Background: an optimization exercise with open tools, aiming at small area, a short achievable clock period and few clock cycles per item. Do not read the settings as production practice. In this exercise RTL edits were held to simulation tests only and were not proved equivalent to the original.

**design.v**
```verilog
`timescale 1ns / 1ps
package cossim_pkg;
   localparam int MAX_DIM = 4096;
   localparam int PAIR_W  = $clog2(MAX_DIM + 1);
   localparam int ELEM_W  = 16;
   localparam int SUM_W   = 32 + $clog2(MAX_DIM);
   localparam int PROD_W  = 2 * SUM_W;
   localparam int QUO_W  = 33;
   localparam int ROOT_W = 17;
   localparam int SIM_W  = 16;
   localparam int MUL_STEPS  = SUM_W;
   localparam int DIV_STEPS  = QUO_W;
   localparam int SQRT_STEPS = (QUO_W + 1) / 2;
   localparam int STEP_MAX   = (MUL_STEPS > DIV_STEPS) ? MUL_STEPS : DIV_STEPS;
   localparam int STEP_W     = $clog2(STEP_MAX);
   typedef enum logic [1:0] {
      STATUS_OK       = 2'd0,
      STATUS_ZERO     = 2'd1,
      STATUS_OVERFLOW = 2'd2
   } status_type;
   typedef enum logic [2:0] {
      ST_ACCUM,
      ST_CHECK,
      ST_MUL,
      ST_DIV_LOAD,
      ST_DIV,
      ST_SQRT_LOAD,
      ST_SQRT,
      ST_EMIT
   } state_type;
   typedef struct packed {
      logic accept;
      logic clear;
   } acc_cmd_type;
   typedef struct packed {
      logic overflowed;
      logic energy_zero;
   } acc_stat_type;
   typedef struct packed {
      logic       load_mul;
      logic       mul_step;
      logic       load_div;
      logic       div_step;
      logic       load_sqrt;
      logic       sqrt_step;
      logic       emit;
      status_type status;
   } mag_cmd_type;
endpackage
`timescale 1ns / 1ps
module cossim_accum (
   input  logic                                clock,
   input  logic                                reset,
   input  cossim_pkg::acc_cmd_type             acc_cmd,
   input  logic signed [cossim_pkg::ELEM_W-1:0] x_element,
   input  logic signed [cossim_pkg::ELEM_W-1:0] y_element,
   output logic [cossim_pkg::SUM_W-1:0]        x_energy,
   output logic [cossim_pkg::SUM_W-1:0]        y_energy,
   output logic signed [cossim_pkg::SUM_W-1:0] cross_sum,
   output cossim_pkg::acc_stat_type            acc_stat
);
   logic [cossim_pkg::SUM_W-1:0]          x_energy_ff, x_energy_in;
   logic [cossim_pkg::SUM_W-1:0]          y_energy_ff, y_energy_in;
   logic signed [cossim_pkg::SUM_W-1:0]   cross_sum_ff, cross_sum_in;
   logic [cossim_pkg::PAIR_W-1:0]         pair_count_ff, pair_count_in;
   logic                                  overflowed_ff, overflowed_in;
   logic signed [2*cossim_pkg::ELEM_W-1:0] xx, yy, xy;
   logic                                  full;
   always_comb begin
      xx = x_element * x_element;
      yy = y_element * y_element;
      xy = x_element * y_element;
      full = (pair_count_ff >= cossim_pkg::PAIR_W'(cossim_pkg::MAX_DIM));
      x_energy_in   = x_energy_ff;
      y_energy_in   = y_energy_ff;
      cross_sum_in  = cross_sum_ff;
      pair_count_in = pair_count_ff;
      overflowed_in = overflowed_ff;
      if (acc_cmd.clear) begin
         x_energy_in   = '0;
         y_energy_in   = '0;
         cross_sum_in  = '0;
         pair_count_in = '0;
         overflowed_in = 1'b0;
      end else if (acc_cmd.accept) begin
         if (full) begin
            overflowed_in = 1'b1;
         end else begin
            x_energy_in   = x_energy_ff + cossim_pkg::SUM_W'($unsigned(xx));
            y_energy_in   = y_energy_ff + cossim_pkg::SUM_W'($unsigned(yy));
            cross_sum_in  = cross_sum_ff + cossim_pkg::SUM_W'(xy);
            pair_count_in = pair_count_ff + 1'b1;
         end
      end
   end
   always_ff @(posedge clock) begin
      if (reset) begin
         x_energy_ff   <= '0;
         y_energy_ff   <= '0;
         cross_sum_ff  <= '0;
         pair_count_ff <= '0;
         overflowed_ff <= 1'b0;
      end else begin
         x_energy_ff   <= x_energy_in;
         y_energy_ff   <= y_energy_in;
         cross_sum_ff  <= cross_sum_in;
         pair_count_ff <= pair_count_in;
         overflowed_ff <= overflowed_in;
      end
   end
   assign x_energy             = x_energy_ff;
   assign y_energy             = y_energy_ff;
   assign cross_sum            = cross_sum_ff;
   assign acc_stat.overflowed  = overflowed_ff;
   assign acc_stat.energy_zero = (x_energy_ff == '0) || (y_energy_ff == '0);
endmodule
`timescale 1ns / 1ps
module cossim_magnitude (
   input  logic                                clock,
   input  logic                                reset,
   input  cossim_pkg::mag_cmd_type             cmd,
   input  logic [cossim_pkg::SUM_W-1:0]        x_energy,
   input  logic [cossim_pkg::SUM_W-1:0]        y_energy,
   input  logic signed [cossim_pkg::SUM_W-1:0] cross_sum,
   input  logic                                rsp_tready,
   output logic                                rsp_tvalid,
   output logic [cossim_pkg::SIM_W-1:0]        rsp_tdata,
   output logic [1:0]                          rsp_tuser,
   output logic                                out_busy
);
   localparam int PW = cossim_pkg::PROD_W;
   localparam int SW = cossim_pkg::SUM_W;
   localparam int QW = cossim_pkg::QUO_W;
   logic [PW-1:0] pe_ff, pe_in, pd_ff, pd_in;
   logic [PW-1:0] me_ff, me_in, md_ff, md_in;
   logic [SW-1:0] re_ff, re_in, rd_ff, rd_in;
   logic          neg_ff, neg_in;
   logic [PW-1:0] rem_ff, rem_in;
   logic [QW-1:0] dbits_ff, dbits_in;
   logic [QW-1:0] quo_ff, quo_in;
   logic [QW-1:0] num_ff, num_in, res_ff, res_in, bit_ff, bit_in;
   logic                          rsp_valid_ff, rsp_valid_in;
   logic [cossim_pkg::SIM_W-1:0]  sim_ff, sim_in;
   cossim_pkg::status_type        status_ff, status_in;
   logic [SW-1:0]                 adot;
   logic [PW:0]                   shifted, diff;
   logic [QW:0]                   trial;
   logic [cossim_pkg::ROOT_W:0]   root_inc;
   logic [cossim_pkg::SIM_W-1:0]  mag;
   always_comb begin
      adot     = cross_sum[SW-1] ? SW'(-cross_sum) : SW'(cross_sum);
      shifted  = {rem_ff, dbits_ff[QW-1]};
      diff     = shifted - {1'b0, pe_ff};
      trial    = {1'b0, res_ff} + {1'b0, bit_ff};
      root_inc = {1'b0, res_ff[cossim_pkg::ROOT_W-1:0]} + 1'b1;
      mag      = root_inc[cossim_pkg::SIM_W:1];
      pe_in = pe_ff; pd_in = pd_ff; me_in = me_ff; md_in = md_ff;
      re_in = re_ff; rd_in = rd_ff; neg_in = neg_ff;
      rem_in = rem_ff; dbits_in = dbits_ff; quo_in = quo_ff;
      num_in = num_ff; res_in = res_ff; bit_in = bit_ff;
      sim_in = sim_ff; status_in = status_ff;
      if (cmd.load_mul) begin
         pe_in  = '0;
         pd_in  = '0;
         me_in  = PW'(x_energy);
         md_in  = PW'(adot);
         re_in  = y_energy;
         rd_in  = adot;
         neg_in = cross_sum[SW-1];
      end
      if (cmd.mul_step) begin
         if (re_ff[0]) pe_in = pe_ff + me_ff;
         if (rd_ff[0]) pd_in = pd_ff + md_ff;
         me_in = me_ff << 1;
         md_in = md_ff << 1;
         re_in = re_ff >> 1;
         rd_in = rd_ff >> 1;
      end
      if (cmd.load_div) begin
         rem_in   = pd_ff >> 1;
         dbits_in = {pd_ff[0], {(QW-1){1'b0}}};
         quo_in   = '0;
      end
      if (cmd.div_step) begin
         dbits_in = dbits_ff << 1;
         if (!diff[PW]) begin
            rem_in = diff[PW-1:0];
            quo_in = {quo_ff[QW-2:0], 1'b1};
         end else begin
            rem_in = shifted[PW-1:0];
            quo_in = {quo_ff[QW-2:0], 1'b0};
         end
      end
      if (cmd.load_sqrt) begin
         num_in = quo_ff;
         res_in = '0;
         bit_in = {1'b1, {(QW-1){1'b0}}};
      end
      if (cmd.sqrt_step) begin
         bit_in = bit_ff >> 2;
         if ({1'b0, num_ff} >= trial) begin
            num_in = QW'({1'b0, num_ff} - trial);
            res_in = (res_ff >> 1) + bit_ff;
         end else begin
            res_in = res_ff >> 1;
         end
      end
      if (cmd.emit) begin
         status_in = cmd.status;
         if (cmd.status != cossim_pkg::STATUS_OK) begin
            sim_in = '0;
         end else if (neg_ff) begin
            sim_in = -mag;
         end else if (mag[cossim_pkg::SIM_W-1]) begin
            sim_in = {1'b0, {(cossim_pkg::SIM_W-1){1'b1}}};
         end else begin
            sim_in = mag;
         end
      end
      if (cmd.emit) rsp_valid_in = 1'b1;
      else if (rsp_tready) rsp_valid_in = 1'b0;
      else rsp_valid_in = rsp_valid_ff;
   end
   always_ff @(posedge clock) begin
      pe_ff <= pe_in;   pd_ff <= pd_in;
      me_ff <= me_in;   md_ff <= md_in;
      re_ff <= re_in;   rd_ff <= rd_in;
      neg_ff <= neg_in;
      rem_ff <= rem_in; dbits_ff <= dbits_in; quo_ff <= quo_in;
      num_ff <= num_in; res_ff <= res_in; bit_ff <= bit_in;
      sim_ff <= sim_in; status_ff <= status_in;
   end
   always_ff @(posedge clock) begin
      if (reset) begin
         rsp_valid_ff <= 1'b0;
      end else begin
         rsp_valid_ff <= rsp_valid_in;
      end
   end
   assign rsp_tvalid = rsp_valid_ff;
   assign rsp_tdata  = sim_ff;
   assign rsp_tuser  = status_ff;
   assign out_busy   = rsp_valid_ff && !rsp_tready;
endmodule
`timescale 1ns / 1ps
module cossim_ctrl (
   input  logic                         clock,
   input  logic                         reset,
   input  logic                         req_tvalid,
   input  logic                         req_tlast,
   output logic                         req_tready,
   input  cossim_pkg::acc_stat_type     acc_stat,
   input  logic                         out_busy,
   output cossim_pkg::acc_cmd_type      acc_cmd,
   output cossim_pkg::mag_cmd_type      mag_cmd
);
   localparam int CW = cossim_pkg::STEP_W;
   cossim_pkg::state_type  state_ff, state_in;
   logic [CW-1:0]          cnt_ff, cnt_in;
   cossim_pkg::status_type status_ff, status_in;
   always_comb begin
      state_in   = state_ff;
      cnt_in     = cnt_ff;
      status_in  = status_ff;
      req_tready = 1'b0;
      acc_cmd    = '0;
      mag_cmd    = '0;
      mag_cmd.status = status_ff;
      unique case (state_ff)
         cossim_pkg::ST_ACCUM: begin
            req_tready     = 1'b1;
            acc_cmd.accept = req_tvalid;
            if (req_tvalid && req_tlast) state_in = cossim_pkg::ST_CHECK;
         end
         cossim_pkg::ST_CHECK: begin
            acc_cmd.clear = 1'b1;
            cnt_in        = '0;
            if (acc_stat.overflowed) begin
               status_in = cossim_pkg::STATUS_OVERFLOW;
               state_in  = cossim_pkg::ST_EMIT;
            end else if (acc_stat.energy_zero) begin
               status_in = cossim_pkg::STATUS_ZERO;
               state_in  = cossim_pkg::ST_EMIT;
            end else begin
               status_in        = cossim_pkg::STATUS_OK;
               mag_cmd.load_mul = 1'b1;
               state_in         = cossim_pkg::ST_MUL;
            end
         end
         cossim_pkg::ST_MUL: begin
            mag_cmd.mul_step = 1'b1;
            cnt_in = cnt_ff + 1'b1;
            if (cnt_ff == CW'(cossim_pkg::MUL_STEPS - 1)) begin
               cnt_in   = '0;
               state_in = cossim_pkg::ST_DIV_LOAD;
            end
         end
         cossim_pkg::ST_DIV_LOAD: begin
            mag_cmd.load_div = 1'b1;
            state_in = cossim_pkg::ST_DIV;
         end
         cossim_pkg::ST_DIV: begin
            mag_cmd.div_step = 1'b1;
            cnt_in = cnt_ff + 1'b1;
            if (cnt_ff == CW'(cossim_pkg::DIV_STEPS - 1)) begin
               cnt_in   = '0;
               state_in = cossim_pkg::ST_SQRT_LOAD;
            end
         end
         cossim_pkg::ST_SQRT_LOAD: begin
            mag_cmd.load_sqrt = 1'b1;
            state_in = cossim_pkg::ST_SQRT;
         end
         cossim_pkg::ST_SQRT: begin
            mag_cmd.sqrt_step = 1'b1;
            cnt_in = cnt_ff + 1'b1;
            if (cnt_ff == CW'(cossim_pkg::SQRT_STEPS - 1)) begin
               cnt_in   = '0;
               state_in = cossim_pkg::ST_EMIT;
            end
         end
         cossim_pkg::ST_EMIT: begin
            if (!out_busy) begin
               mag_cmd.emit = 1'b1;
               state_in     = cossim_pkg::ST_ACCUM;
            end
         end
         default: begin
            state_in = cossim_pkg::ST_ACCUM;
         end
      endcase
   end
   always_ff @(posedge clock) begin
      if (reset) begin
         state_ff  <= cossim_pkg::ST_ACCUM;
         cnt_ff    <= '0;
         status_ff <= cossim_pkg::STATUS_OK;
      end else begin
         state_ff  <= state_in;
         cnt_ff    <= cnt_in;
         status_ff <= status_in;
      end
   end
endmodule
`timescale 1ns / 1ps
module cosine_similarity_core (
   input  logic        clock,
   input  logic        reset,
   input  logic        req_tvalid,
   output logic        req_tready,
   input  logic [31:0] req_tdata,    
   input  logic        req_tlast,
   output logic        rsp_tvalid,
   input  logic        rsp_tready,
   output logic [15:0] rsp_tdata,    
   output logic [1:0]  rsp_tuser     
);
   cossim_pkg::acc_cmd_type  acc_cmd;
   cossim_pkg::acc_stat_type acc_stat;
   cossim_pkg::mag_cmd_type  mag_cmd;
   logic                     out_busy;
   logic [cossim_pkg::SUM_W-1:0]        x_energy;
   logic [cossim_pkg::SUM_W-1:0]        y_energy;
   logic signed [cossim_pkg::SUM_W-1:0] cross_sum;
   cossim_ctrl u_ctrl (
      .clock      (clock),
      .reset      (reset),
      .req_tvalid (req_tvalid),
      .req_tlast  (req_tlast),
      .req_tready (req_tready),
      .acc_stat   (acc_stat),
      .out_busy   (out_busy),
      .acc_cmd    (acc_cmd),
      .mag_cmd    (mag_cmd)
   );
   cossim_accum u_accum (
      .clock     (clock),
      .reset     (reset),
      .acc_cmd   (acc_cmd),
      .x_element ($signed(req_tdata[15:0])),
      .y_element ($signed(req_tdata[31:16])),
      .x_energy  (x_energy),
      .y_energy  (y_energy),
      .cross_sum (cross_sum),
      .acc_stat  (acc_stat)
   );
   cossim_magnitude u_magnitude (
      .clock      (clock),
      .reset      (reset),
      .cmd        (mag_cmd),
      .x_energy   (x_energy),
      .y_energy   (y_energy),
      .cross_sum  (cross_sum),
      .rsp_tready (rsp_tready),
      .rsp_tvalid (rsp_tvalid),
      .rsp_tdata  (rsp_tdata),
      .rsp_tuser  (rsp_tuser),
      .out_busy   (out_busy)
   );
endmodule
```
**run.sh**
```bash
#!/bin/bash
# synth_recipe.tcl (not shown) runs the flow's synth.tcl, then flattens the netlist and writes it again
# the make line also repeats each setting of config.mk as NAME=value (left out here)
make -C /OpenROAD-flow-scripts/flow DESIGN_CONFIG=/design/flow/config.mk WORK_HOME=/design/flow/orfs CLKGATE_MAP_FILE= SYNTH_SCRIPT=/design/flow/synth_recipe.tcl finish
```
**config.mk**
```make
export PLATFORM = sky130hd
export DESIGN_NAME = cosine_similarity_core
export DESIGN_NICKNAME = cosine_similarity_core
export VERILOG_FILES = /design/flow/design.v
export SDC_FILE = /design/flow/constraint.sdc
export NUM_CORES = 4
export LEC_CHECK = 0
export CAP_MARGIN = 20
export CORE_MARGIN = 2
export CORE_UTILIZATION = 40
export SLEW_MARGIN = 20
```
**constraint.sdc**
```tcl
create_clock -name core_clock -period 10.0 [get_ports {clock}]
set_input_delay 2.0000 -clock core_clock [delete_from_list [all_inputs] [get_ports {clock}]]
set_output_delay 2.0000 -clock core_clock [all_outputs]
set_load 0.01 [all_outputs]
```
==> results.txt <==
## registers in the layout, summed over array words and instances, names as in the netlist, 88 cells and up
signal and flops:
u_magnitude.md_ff 88, u_magnitude.rem_ff 88, u_magnitude.pe_ff 88, u_magnitude.pd_ff 88
u_magnitude.me_ff 88
## timing repair
action,CTS,global route
setup buffers,0,1
resized for setup,0,13
endpoints found under the setup margin,0,17
## synth_stat cells (all sizes together), types with 77 or more instances
library cell and n:
fa 824, nand2 1291, a31oi 77, edfxtp 450, o21ai 656, a21o 238, mux2i 109, nand4 129
ha 696, inv 1200, nor3 94, o21bai 92, nand3 235, dfxtp 372, and2 328, nor2 526
xnor2 341, xor2 251, clkbuf 423, a21oi 700
## worst max-delay path by stage
stage / from / end / slack [ps] / cells after the start
after floorplan: req_tdata[19] / u_accum.y_energy_ff[36] / 430 / 32
after global placement: req_tdata[18] / u_accum.y_energy_ff[35] / -440 / 34
after detailed placement: req_tdata[18] / u_accum.y_energy_ff[41] / -480 / 33
after CTS: req_tdata[3] / u_accum.x_energy_ff[39] / 310 / 32
after global routing: req_tdata[25] / u_accum.y_energy_ff[36] / 20 / 32
final: req_tdata[3] / u_accum.x_energy_ff[41] / 470 / 31
## per-stage QoR
step / hold slack (ps) / area (um2) / std cells / setup TNS (ps)
after CTS: 456 / 95100 / 12924 / 0
final: 459 / 95200 / 12927 / 0
after global routing: 464 / 95200 / 12926 / 0
after global placement: 438 / 91700 / 12742 / -8150
after floorplan: 406 / 86400 / 9938 / 0
after detailed placement: 441 / 91800 / 12742 / -9970
## final cells by class
type | count | area, um2
diodes | 2 | 5.00
clock buffers | 133 | 2730
clock inverters | 49 | 614
fillers | 20951 | 119000
inverters | 1205 | 4520
multi-input cells | 7457 | 59300
flip-flops and latches | 822 | 21000
well taps | 2838 | 3550
repair buffers | 421 | 3480
## logic make-up after synthesis
logic type / Yosys count / share of synthesized area (%)
compound gates: 2234 / 15.7
buf+inv: 1659 / 7.27
simple gates: 2987 / 16.1
flops: 822 / 24.3
mux: 124 / 1.46
xor+xnor: 592 / 6.01
fa+ha+maj: 1520 / 29.2
## layer usage
metal	wire length [um]	share of wire [%]	global-route usage, %	up-vias
li1	-	-	-	33743
met1	108000	45	28.5	34183
met2	116000	48	37.7	1491
met3	8700	3.6	1.92	370
met4	8300	3.4	7.32	2
met5	14	0.0058	0	-
==> results.txt <==
* Run status: timing/DRC/antenna clean
* Average detailed-routed wire length per instance: 18.7 um
* Type of element launching the critical path: input pin
- Setup repair after global routing left no endpoint under its margin.
* Highest net fanout along the worst path: 9
- Iter 0 DRT Violations: 4136
* Overall die area: 0.220 mm2
- Crit Reg-Reg Startpoint: u_magnitude.res_ff[2]
- Arrival time worst endpoint: 10170 ps
- The number of nets in the synthesized netlist is ~11k.
- Buffers placed on the I/O ports in this run total 56.
* Worst path top cell family by delay: adder cells
- Across the run, the number of max-cap violations was 0.
- The final critical path takes up 95.3% of the cycle.
* Crit path time final: 9530 ps
- Launch instance of the worst min-delay path: u_ctrl.status_ff[0]
- Share of the synthesized area in the top cell type: around a fifth
- Type of the tightest min-delay check: reg2reg
- Post-layout worst setup margin: 474 ps
- Most common cell on crit path: sky130_fd_sc_hd__fa_1
- Entering global routing, the biggest net connects around 150 pins.
- Destination of the worst hold path: u_magnitude.status_ff[0]
- Counting flops with a built-in enable in the synthesized netlist gives 450.
- Congestion Overflow GR: 0
- Maximum number of buffers from clock root to sink: 3
- Minimum setup slack after placement: -477 ps
- The number of failing hold endpoints at the final stage was 0.
- CTS saw 822 sinks.
* Global-route usage over all layers: between 20% and 30%
* Remaining antenna violation count after routing: 0
* Most frequent standard cell in the layout excluding fill and tap cells: sky130_fd_sc_hd__nand2_1
- Syn_area_per_cell: 8.69 um2
- Crit path kind: in2reg
* Leading cell types by total area after synthesis: sky130_fd_sc_hd__fa_1 19%, sky130_fd_sc_hd__edfxtp_1 16%, sky130_fd_sc_hd__ha_1 10%
* Antenna violations before repair: 3
* Synth warnings: 3
* I/O Pins: 57
* Pins over their slew limit: 0
* Worst Path Required: between 10000 and 15000 ps
- Transition time at the pin with the least slew margin: ~1200 ps
* Hold buffer count at CTS: 0
- Of the cells placed in the final design, the portion with a size suffix greater than 1 is 6.17%.
- For this configuration, the core starts out at a cell density of 40.2%.
- The number of cells on the worst reg-to-reg path is 19.
* Number of vias per cell after detailed routing: 5.40
- Worst slew margin relative to its limit: a little under a quarter
- After the last flow step, the layout net total stands at 11.6k.
- The endpoint identified for the worst register-to-register timing path is u_magnitude.res_ff[29].
- TritonCTS clock tree: built
* First-pass GRT wire length: 388 mm
* Number of global-route vias before repair: 71.5k
* Yosys cell types: 85
- Clock latency reported for the late side of the worst-skew pair: 740 ps
- Cell Rows: 170
* Number of buffers created by CTS: 96
* H-tree levels: 3
- Clock-pin slew on the worst setup and hold paths: 60 ps
* R2R setup slack: 3500 ps
- Detailed-router iteration count before antenna repair: 9
- The HPWL after detailed placement is about 190 mm.
* Critical-path cell with the highest stage delay: sky130_fd_sc_hd__clkdlybuf4s50_1
* Primary FF master, synth: sky130_fd_sc_hd__edfxtp_1
* Count of mapped cells out of synthesis: 9938
- Highest-count cells in the layout ignoring fill and taps: 1287 x sky130_fd_sc_hd__nand2_1, 1200 x sky130_fd_sc_hd__inv_1, 824 x sky130_fd_sc_hd__fa_1
* Post-route clock skew: between 80 and 90 ps
- Post-synthesis instance area: 0.0864 mm2
* Core area: between 0.2 and 0.25 mm2
- Routability-driven placement finished with a final weighted congestion of just over 0.9.
* Total via count after detailed routing: 69.8k
- Measured along the y axis, the die boundary spans roughly 470 um.
- The worst hold path was traced through 0 stages.
- In this design, the stage delay of the slowest critical-path cell is a little under 600 ps.
* Post-route core utilization: 44.3%
- From synthesis to final layout, the design area changed by 10.2%.
- Counting flops with an async set or reset pin after synthesis yields a share of 0%.
* Synth Register Bits: 822
* Die Span X: 469 um
* Leading area contributor after synthesis: sky130_fd_sc_hd__fa_1
- The tree is rooted in a sky130_fd_sc_hd__clkbuf_16.
- The worst setup path is captured at a register.
* Highest achievable clock rate: 105 MHz
* Buffer and inverter count on the worst path: 8
- In the routed design, unresolved DRC markers number 0.
- Total Routed Length: 241 mm
* Total setup violations reported at the end of the flow: 0
- Proportion of synthesized chip area in sequential cells: 24.3%
Testbench counts, summed over its fixed seeds: cycles 65,696, items 384.

port drivers added, routing unchanged:
In the flow no input, the clock included, has a driving cell. The finished layout below was timed again as built, in two steps. Step 1 (the two cells are an assumption about what drives the block):
set clk [get_ports {clock}]
set_driving_cell -lib_cell sky130_fd_sc_hd__clkbuf_16 $clk
set_driving_cell -lib_cell sky130_fd_sc_hd__buf_2 [delete_from_list [all_inputs] $clk]
Step 2 also shifts input and output timing later by t, the mid clock arrival at the registers, as if the neighbouring blocks saw the same clock. Three values: ideal ports, drivers, drivers and shift; two values: the first two.
t (ns): 0.796
setup slack, ns: 0.474 / 0.546 / -0.251
worst slew at a driven data input, ns: 0.11
With both steps, setup timing fails in this run, where it was met with ideal ports. For this run, drivers alone change the setup slack by +0.072 ns; drivers and shift together by -0.725 ns.
